This is an optimization exercise on Yosys and OpenROAD, whose aim is small area, a short achievable clock period and few clock cycles per item, not a production implementation.
Where RTL was checked, it was by simulation tests only, not by an equivalence proof against the original.

==> 05-14: inputs <==
// fan_speed_controller_top
module fan_speed_controller_top (
    input  logic        i_clk,
    input  logic        i_rst_n,
    input  logic        psel,
    input  logic        penable,
    input  logic        pwrite,
    input  logic [4:0]  paddr,
    input  logic [31:0] pwdata,
    output logic [31:0] prdata,
    output logic        pready,
    input  logic        i_s_tvalid,
    output logic        o_s_tready,
    input  logic [23:0] i_s_tdata,
    output logic        o_m_tvalid,
    input  logic        i_m_tready,
    output logic [39:0] o_m_tdata
);
==> flow/config.mk <==
export PLATFORM = sky130hd
export DESIGN_NAME = fan_speed_controller_top
export DESIGN_NICKNAME = fan_speed_controller_top
export VERILOG_FILES = /design/flow/design.v
export SDC_FILE = /design/flow/constraint.sdc
export NUM_CORES = 4
export LEC_CHECK = 0
export ABC_AREA = 1
export CAP_MARGIN = 20
export CORE_MARGIN = 2
export CORE_UTILIZATION = 40
export SETUP_SLACK_MARGIN = 4.8
export SLEW_MARGIN = 20
==> flow/constraint.sdc <==
create_clock -name core_clock -period 10.0 [get_ports {i_clk}]
set_input_delay 2.0000 -clock core_clock [delete_from_list [all_inputs] [get_ports {i_clk}]]
set_output_delay 2.0000 -clock core_clock [all_outputs]
set_load 0.01 [all_outputs]
standard.sh (not shown) runs the stock make flow with config.mk's settings and CLKGATE_MAP_FILE= SYNTH_SCRIPT=/design/flow/synth_recipe.tcl, a recipe that flattens the netlist after the stock synthesis.
==> flow/flow/run.sh <==
#!/bin/bash
# Standard synthesis, then an inverter-pushing pass over the full adders of
# the mapped netlist (flow/invpush.py), then the standard layout from there,
# with plain buffers (not delay buffers) as the port buffers and no dummy
# loads in the clock tree.
set -e
set -o pipefail
cp standard.sh standard_sh_copy.log
bash standard.sh synth > synth_run.log 2>&1
RES=$(dirname "$(find orfs/results -name 1_2_yosys.v | head -1)")
cp "$RES/1_2_yosys.v" 1_2_yosys_standard.v.log
python3 flow/invpush.py 1_2_yosys_standard.v.log 1500 > invpush_out.v 2> invpush.log
cp invpush_out.v "$RES/1_2_yosys.v"
rm -f "$RES/1_synth.odb" "$RES/1_synth.sdc"
sed 's/"\${@:-finish}"/"BUFFER_PORTS_ARGS=-buffer_cell sky130_fd_sc_hd__buf_2" "CTS_ARGS=-sink_clustering_enable -repair_clock_nets -dont_use_dummy_load -sink_clustering_size 20 -sink_clustering_max_diameter 60" "${@:-finish}"/' standard.sh > standard_ports.sh
cp standard_ports.sh standard_ports_sh_copy.log
bash standard_ports.sh finish > finish_run.log 2>&1
Other scripts of this flow, unchanged in this note and not shown: flow/flow/invpush.py
==> 02-02 (differences from 05-14) <==
--- a/flow/flow/run.sh
+++ b/flow/flow/run.sh
@@ -12,6 +12,6 @@
 python3 flow/invpush.py 1_2_yosys_standard.v.log 1500 > invpush_out.v 2> invpush.log
 cp invpush_out.v "$RES/1_2_yosys.v"
 rm -f "$RES/1_synth.odb" "$RES/1_synth.sdc"
-sed 's/"\${@:-finish}"/"BUFFER_PORTS_ARGS=-buffer_cell sky130_fd_sc_hd__buf_2" "CTS_ARGS=-sink_clustering_enable -repair_clock_nets -dont_use_dummy_load -sink_clustering_size 20 -sink_clustering_max_diameter 60" "${@:-finish}"/' standard.sh > standard_ports.sh
+sed 's/"\${@:-finish}"/"BUFFER_PORTS_ARGS=-buffer_cell sky130_fd_sc_hd__buf_2" "CTS_ARGS=-sink_clustering_enable -repair_clock_nets -dont_use_dummy_load -sink_clustering_size 30 -sink_clustering_max_diameter 70" "${@:-finish}"/' standard.sh > standard_ports.sh
 cp standard_ports.sh standard_ports_sh_copy.log
 bash standard_ports.sh finish > finish_run.log 2>&1
==> comparison <==
Clock skew: 02-02 is higher than 05-14 (0.0059 ns). Cell area: 02-02 is lower than 05-14 (about 1.2%). First-iteration DRC count: 05-14 is higher than 02-02 (2.0%). Of 05-14 and 02-02, 05-14 has the higher global-route usage (gap 0.44 points). In die area, 02-02 and 05-14 hardly differ. Critical path depth: 05-14 is higher than 02-02 (24). Area after synthesis is about the same in 05-14 and 02-02. Synthesized cell count is about the same in 05-14 and 02-02.
Testbench counts of 05-14, summed over its fixed seeds: cycles 13,664, items 12,800.
Testbench counts of 02-02, summed over its fixed seeds: cycles 13,664, items 12,800.

========
==> 05-18: inputs <==
Another version of the RTL of fan_speed_controller_top (not shown whole).
clock: 10.0 ns
lec_check: 0
abc_area: 1
cap_margin: 20
core_margin: 2
core_utilization: 40
setup_slack_margin: 4
slew_margin: 20
run.sh (not shown) runs the stock make flow with config.mk's settings and CLKGATE_MAP_FILE= SYNTH_SCRIPT=/design/flow/synth_recipe.tcl, a recipe that flattens the netlist after the stock synthesis.
Stock flow here: none of the scripts above is used.
==> inputs of 08-10, as changes to 05-18 <==
--- a/flow/design.v
+++ b/flow/design.v
@@ -65,23 +65,21 @@
     always_ff @(posedge i_clk) begin
         r_rd    <= rd_mux;
         r_rd_sx <= rd_mux[18] & ~reg_idx[2] & ~(reg_idx[1] & reg_idx[0]);
     end
     assign prdata = {{13{r_rd_sx}}, r_rd};
     logic signed [19:0] r_span;       
-    logic [20:0]        r_span3;      
     logic               r_flat;       
     logic [11:0]        r_am;         
     logic               r_mneg;       
     logic signed [19:0] span_c;
     logic [12:0]        md_c;
     assign span_c = 20'(r_high_temp) - 20'(r_off_temp);
     assign md_c   = {1'b0, r_max_fan} - {1'b0, r_min_fan};
     always_ff @(posedge i_clk) begin
         r_span <= span_c;
-        r_span3 <= 21'(span_c) + 21'({span_c, 1'b0});
         r_flat <= (span_c <= 20'sd0);
         r_mneg <= md_c[12];
         r_am   <= md_c[12] ? (r_min_fan - r_max_fan) : md_c[11:0];
     end
     logic adv;
     logic o_valid;
@@ -1170,90 +1168,72 @@
         end
     end
     logic [18:0] r_rem;
     logic [11:0] r_quo;
     logic        r_sat;
     logic [18:0] dv;
-    logic [18:0] rem_in [0:2];
-    logic [11:0] quo_in [0:2];
+    logic [18:0] rem_in [0:3];
+    logic [11:0] quo_in [0:3];
     logic        div_load;
     assign dv       = r_span[18:0];
     assign div_load = k5;
     assign rem_in[0] = div_load ? r_p[30:12] : r_rem;
     assign quo_in[0] = div_load ? r_p[11:0]  : r_quo;
     genvar gi;
     generate
-        for (gi = 0; gi < 2; gi++) begin : g_div
-            logic [20:0] tr;
-            logic [21:0] d1, d2, d3;
-            assign tr = {rem_in[gi], quo_in[gi][11:10]};
-            assign d1 = {1'b0, tr} - {3'b0, dv};
-            assign d2 = {1'b0, tr} - {2'b0, dv, 1'b0};
-            assign d3 = {1'b0, tr} - {1'b0, r_span3};
-            always_comb begin
-                if (!d3[21]) begin
-                    rem_in[gi+1] = d3[18:0];
-                    quo_in[gi+1] = {quo_in[gi][9:0], 2'd3};
-                end else if (!d2[21]) begin
-                    rem_in[gi+1] = d2[18:0];
-                    quo_in[gi+1] = {quo_in[gi][9:0], 2'd2};
-                end else if (!d1[21]) begin
-                    rem_in[gi+1] = d1[18:0];
-                    quo_in[gi+1] = {quo_in[gi][9:0], 2'd1};
-                end else begin
-                    rem_in[gi+1] = tr[18:0];
-                    quo_in[gi+1] = {quo_in[gi][9:0], 2'd0};
-                end
-            end
+        for (gi = 0; gi < 3; gi++) begin : g_div
+            logic [19:0] tr;
+            logic [20:0] df;
+            assign tr = {rem_in[gi], quo_in[gi][11]};
+            assign df = {1'b0, tr} - {2'b0, dv};
+            assign rem_in[gi+1] = df[20] ? tr[18:0] : df[18:0];
+            assign quo_in[gi+1] = {quo_in[gi][10:0], ~df[20]};
         end
     endgenerate
     always_ff @(posedge i_clk) begin
         if (adv) begin
-            r_rem <= rem_in[2];
-            r_quo <= quo_in[2];
+            r_rem <= rem_in[3];
+            r_quo <= quo_in[3];
             if (div_load) r_sat <= (r_p[30:12] >= dv);
         end
     end
-    logic ge_high8, gt_high8, gt_on9, lt_off9;
+    logic gt_on9, lt_off9, ge_high9, gt_high9;
     always_ff @(posedge i_clk) begin
         if (adv) begin
-            ge_high8 <= fi7 >= r_high_temp;
-            gt_high8 <= fi7 > r_high_temp;
             gt_on9   <= fi8 > r_on_temp;
             lt_off9  <= fi8 < r_off_temp;
+            ge_high9 <= fi8 >= r_high_temp;
+            gt_high9 <= fi8 > r_high_temp;
         end
     end
-    logic [11:0] up_lvl, dn_lvl, ramp_lvl, r_ramp;
+    logic        fan_on;
+    logic [11:0] lvl;
+    logic [18:0] o_fi;
+    logic        o_tick, o_chg;
+    logic [11:0] up_lvl, dn_lvl, ramp_lvl;
     logic [12:0] cq;
     assign up_lvl   = r_min_fan + r_quo;
     assign cq       = {1'b0, r_quo} + {12'd0, (r_rem != 19'd0)};
     assign dn_lvl   = (r_sat || (cq > {1'b0, r_max_fan})) ? 12'd0 : (r_max_fan - cq[11:0]);
     always_comb begin
         if (r_flat) begin
             ramp_lvl = r_max_fan;
         end else if (!r_mneg) begin
-            ramp_lvl = ge_high8 ? r_max_fan : up_lvl;
+            ramp_lvl = ge_high9 ? r_max_fan : up_lvl;
         end else begin
-            ramp_lvl = gt_high8 ? dn_lvl : r_max_fan;
+            ramp_lvl = gt_high9 ? dn_lvl : r_max_fan;
         end
     end
-    always_ff @(posedge i_clk) begin
-        if (adv) r_ramp <= ramp_lvl;
-    end
-    logic        fan_on;
-    logic [11:0] lvl;
-    logic [18:0] o_fi;
-    logic        o_tick, o_chg;
     logic        has_req, fan_nx;
     logic [11:0] req;
     logic [12:0] rise, fall;
     logic        take;
     always_comb begin
         has_req = 1'b0;
         fan_nx  = fan_on;
-        req     = r_ramp;
+        req     = ramp_lvl;
         if (!fan_on && gt_on9) begin
             has_req = 1'b1;
             fan_nx  = 1'b1;
             req     = r_kick_fan;
         end else if (fan_on && lt_off9) begin
             has_req = 1'b1;
==> flow/config.mk (replaced) <==
export PLATFORM = sky130hd
export DESIGN_NAME = fan_speed_controller_top
export DESIGN_NICKNAME = fan_speed_controller_top
export VERILOG_FILES = /design/flow/design.v
export SDC_FILE = /design/flow/constraint.sdc
export NUM_CORES = 4
export LEC_CHECK = 0
export ABC_CLOCK_PERIOD_IN_PS = 5000
export CAP_MARGIN = 20
export CORE_MARGIN = 2
export CORE_UTILIZATION = 40
export SLEW_MARGIN = 20
==> inputs of 12-07, as changes to 05-18 <==
--- a/flow/design.v
+++ b/flow/design.v
@@ -65,23 +65,21 @@
     always_ff @(posedge i_clk) begin
         r_rd    <= rd_mux;
         r_rd_sx <= rd_mux[18] & ~reg_idx[2] & ~(reg_idx[1] & reg_idx[0]);
     end
     assign prdata = {{13{r_rd_sx}}, r_rd};
     logic signed [19:0] r_span;       
-    logic [20:0]        r_span3;      
     logic               r_flat;       
     logic [11:0]        r_am;         
     logic               r_mneg;       
     logic signed [19:0] span_c;
     logic [12:0]        md_c;
     assign span_c = 20'(r_high_temp) - 20'(r_off_temp);
     assign md_c   = {1'b0, r_max_fan} - {1'b0, r_min_fan};
     always_ff @(posedge i_clk) begin
         r_span <= span_c;
-        r_span3 <= 21'(span_c) + 21'({span_c, 1'b0});
         r_flat <= (span_c <= 20'sd0);
         r_mneg <= md_c[12];
         r_am   <= md_c[12] ? (r_min_fan - r_max_fan) : md_c[11:0];
     end
     logic adv;
     logic o_valid;
@@ -1170,90 +1168,72 @@
         end
     end
     logic [18:0] r_rem;
     logic [11:0] r_quo;
     logic        r_sat;
     logic [18:0] dv;
-    logic [18:0] rem_in [0:2];
-    logic [11:0] quo_in [0:2];
+    logic [18:0] rem_in [0:3];
+    logic [11:0] quo_in [0:3];
     logic        div_load;
     assign dv       = r_span[18:0];
     assign div_load = k5;
     assign rem_in[0] = div_load ? r_p[30:12] : r_rem;
     assign quo_in[0] = div_load ? r_p[11:0]  : r_quo;
     genvar gi;
     generate
-        for (gi = 0; gi < 2; gi++) begin : g_div
-            logic [20:0] tr;
-            logic [21:0] d1, d2, d3;
-            assign tr = {rem_in[gi], quo_in[gi][11:10]};
-            assign d1 = {1'b0, tr} - {3'b0, dv};
-            assign d2 = {1'b0, tr} - {2'b0, dv, 1'b0};
-            assign d3 = {1'b0, tr} - {1'b0, r_span3};
-            always_comb begin
-                if (!d3[21]) begin
-                    rem_in[gi+1] = d3[18:0];
-                    quo_in[gi+1] = {quo_in[gi][9:0], 2'd3};
-                end else if (!d2[21]) begin
-                    rem_in[gi+1] = d2[18:0];
-                    quo_in[gi+1] = {quo_in[gi][9:0], 2'd2};
-                end else if (!d1[21]) begin
-                    rem_in[gi+1] = d1[18:0];
-                    quo_in[gi+1] = {quo_in[gi][9:0], 2'd1};
-                end else begin
-                    rem_in[gi+1] = tr[18:0];
-                    quo_in[gi+1] = {quo_in[gi][9:0], 2'd0};
-                end
-            end
+        for (gi = 0; gi < 3; gi++) begin : g_div
+            logic [19:0] tr;
+            logic [20:0] df;
+            assign tr = {rem_in[gi], quo_in[gi][11]};
+            assign df = {1'b0, tr} - {2'b0, dv};
+            assign rem_in[gi+1] = df[20] ? tr[18:0] : df[18:0];
+            assign quo_in[gi+1] = {quo_in[gi][10:0], ~df[20]};
         end
     endgenerate
     always_ff @(posedge i_clk) begin
         if (adv) begin
-            r_rem <= rem_in[2];
-            r_quo <= quo_in[2];
+            r_rem <= rem_in[3];
+            r_quo <= quo_in[3];
             if (div_load) r_sat <= (r_p[30:12] >= dv);
         end
     end
-    logic ge_high8, gt_high8, gt_on9, lt_off9;
+    logic gt_on9, lt_off9, ge_high9, gt_high9;
     always_ff @(posedge i_clk) begin
         if (adv) begin
-            ge_high8 <= fi7 >= r_high_temp;
-            gt_high8 <= fi7 > r_high_temp;
             gt_on9   <= fi8 > r_on_temp;
             lt_off9  <= fi8 < r_off_temp;
+            ge_high9 <= fi8 >= r_high_temp;
+            gt_high9 <= fi8 > r_high_temp;
         end
     end
-    logic [11:0] up_lvl, dn_lvl, ramp_lvl, r_ramp;
+    logic        fan_on;
+    logic [11:0] lvl;
+    logic [18:0] o_fi;
+    logic        o_tick, o_chg;
+    logic [11:0] up_lvl, dn_lvl, ramp_lvl;
     logic [12:0] cq;
     assign up_lvl   = r_min_fan + r_quo;
     assign cq       = {1'b0, r_quo} + {12'd0, (r_rem != 19'd0)};
     assign dn_lvl   = (r_sat || (cq > {1'b0, r_max_fan})) ? 12'd0 : (r_max_fan - cq[11:0]);
     always_comb begin
         if (r_flat) begin
             ramp_lvl = r_max_fan;
         end else if (!r_mneg) begin
-            ramp_lvl = ge_high8 ? r_max_fan : up_lvl;
+            ramp_lvl = ge_high9 ? r_max_fan : up_lvl;
         end else begin
-            ramp_lvl = gt_high8 ? dn_lvl : r_max_fan;
+            ramp_lvl = gt_high9 ? dn_lvl : r_max_fan;
         end
     end
-    always_ff @(posedge i_clk) begin
-        if (adv) r_ramp <= ramp_lvl;
-    end
-    logic        fan_on;
-    logic [11:0] lvl;
-    logic [18:0] o_fi;
-    logic        o_tick, o_chg;
     logic        has_req, fan_nx;
     logic [11:0] req;
     logic [12:0] rise, fall;
     logic        take;
     always_comb begin
         has_req = 1'b0;
         fan_nx  = fan_on;
-        req     = r_ramp;
+        req     = ramp_lvl;
         if (!fan_on && gt_on9) begin
             has_req = 1'b1;
             fan_nx  = 1'b1;
             req     = r_kick_fan;
         end else if (fan_on && lt_off9) begin
             has_req = 1'b1;
==> flow/config.mk (replaced) <==
export PLATFORM = sky130hd
export DESIGN_NAME = fan_speed_controller_top
export DESIGN_NICKNAME = fan_speed_controller_top
export VERILOG_FILES = /design/flow/design.v
export SDC_FILE = /design/flow/constraint.sdc
export NUM_CORES = 4
export LEC_CHECK = 0
export ABC_CLOCK_PERIOD_IN_PS = 5000
export CAP_MARGIN = 20
export CORE_MARGIN = 2
export CORE_UTILIZATION = 40
export SETUP_SLACK_MARGIN = 3.5
export SLEW_MARGIN = 20
==> flow_results.xml <==
<?xml version="1.0" encoding="UTF-8"?>
<metrics>
  <group name="drt">
    <metric name="detailedRoute.firstPassIterationCount" unit="">8</metric>
    <metric name="vias" unit="">44437</metric>
  </group>
  <group name="logic_synthesis">
    <metric name="number_of_flops_mapped_to_enable_cells_by_yosys" unit="">283</metric>
  </group>
  <group name="status">
    <metric name="status" unit="">complete, no violations</metric>
  </group>
  <group name="grt">
    <metric name="grtUsageTotal" unit="%">24.6</metric>
  </group>
  <group name="final_layout">
    <metric name="non_clock_inverter_count" unit="">1348</metric>
  </group>
</metrics>
(the above is from 05-18)
==> flow_results.xml <==
<?xml version="1.0" encoding="UTF-8"?>
<metrics>
  <group name="grt">
    <metric name="grtUsageTotal" unit="%">21.7</metric>
  </group>
  <group name="status">
    <metric name="status" unit="">complete, no violations</metric>
  </group>
  <group name="final_layout">
    <metric name="finalNonFillerCells" unit="">6506</metric>
    <metric name="non_clock_inverter_count" unit="">765</metric>
    <metric name="multi_input_logic_area" unit="µm²">30700</metric>
  </group>
  <group name="worst_setup_path">
    <metric name="setup.worst_path.class" unit="">flip-flop to flip-flop</metric>
  </group>
  <group name="cts">
    <metric name="cts.htree.levels" unit="">2</metric>
  </group>
  <group name="logic_synthesis">
    <metric name="number_of_flops_mapped_to_enable_cells_by_yosys" unit="">271</metric>
  </group>
  <group name="timing">
    <metric name="hold_viol_final" unit="">0</metric>
  </group>
  <group name="drt">
    <metric name="detailedRoute.firstPassIterationCount" unit="">7</metric>
    <metric name="vias" unit="">34032</metric>
  </group>
</metrics>
(the above is from 12-07)
==> flow_results.xml <==
<?xml version="1.0" encoding="UTF-8"?>
<metrics>
  <group name="final_layout">
    <metric name="multi_input_area_share" unit="%">58.8</metric>
    <metric name="non_clock_inverter_count" unit="">765</metric>
  </group>
  <group name="drt">
    <metric name="vias" unit="">33218</metric>
    <metric name="detail_route.vias_per_cell" unit="">5.20</metric>
  </group>
  <group name="logic_synthesis">
    <metric name="number_of_flops_mapped_to_enable_cells_by_yosys" unit="">271</metric>
  </group>
  <group name="worst_setup_path">
    <metric name="timing.critical_path.slowest_cell_delay" unit="ns">0.54</metric>
    <metric name="crit_path_max_fanout" unit="">20</metric>
    <metric name="rrSetupSlack" unit="ns">0.55</metric>
  </group>
  <group name="grt">
    <metric name="grt_first_pass_wirelength" unit="mm">194</metric>
    <metric name="grtUsageTotal" unit="%">21.2</metric>
  </group>
  <group name="status">
    <metric name="status" unit="">complete, no violations</metric>
  </group>
</metrics>
(the above is from 08-10)
Testbench counts of 05-18, summed over its fixed seeds: cycles 13,632, items 12,800.
For 08-10 and 12-07, only the layout was checked, not whether the RTL still works.

## afterwards: timing with drivers on the ports
The results above use ideal ports. As a check the final layouts listed here were re-extracted and re-timed, cells and wires unchanged.
Step 1, drivers: a clkbuf_16 drives i_clk and a buf_2 each remaining input, both assumed.
Step 2 times the ports against the registers' clock, not the clock port: input delays grow and output delays shrink by t, the midpoint of the rising clock arrivals with the driver on.
a / b / c = no drivers / after step 1 / after step 2; a / b = the first two.
| run | shift t [ns] | slack for setup (ns) | cell pins on the clock port's net |
|---|---|---|---|
| 05-14 | 0.691 | 4.905 / 4.905 / 4.743 | 1 |
| 02-02 | 0.667 | 4.885 / 4.859 / 4.859 | 1 |
| 05-18 | 0.735 | 4.204 / 4.204 / 4.204 | 1 |
| 08-10 | 0.736 | 0.549 / 0.549 / 0.549 | 1 |
| 12-07 | 0.716 | 1.956 / 1.956 / 1.956 | 1 |
After both steps setup and hold are still met in every run listed. For 05-14, which loses most, drivers alone change the setup slack by 0.000 ns; drivers and shift together by -0.162 ns.
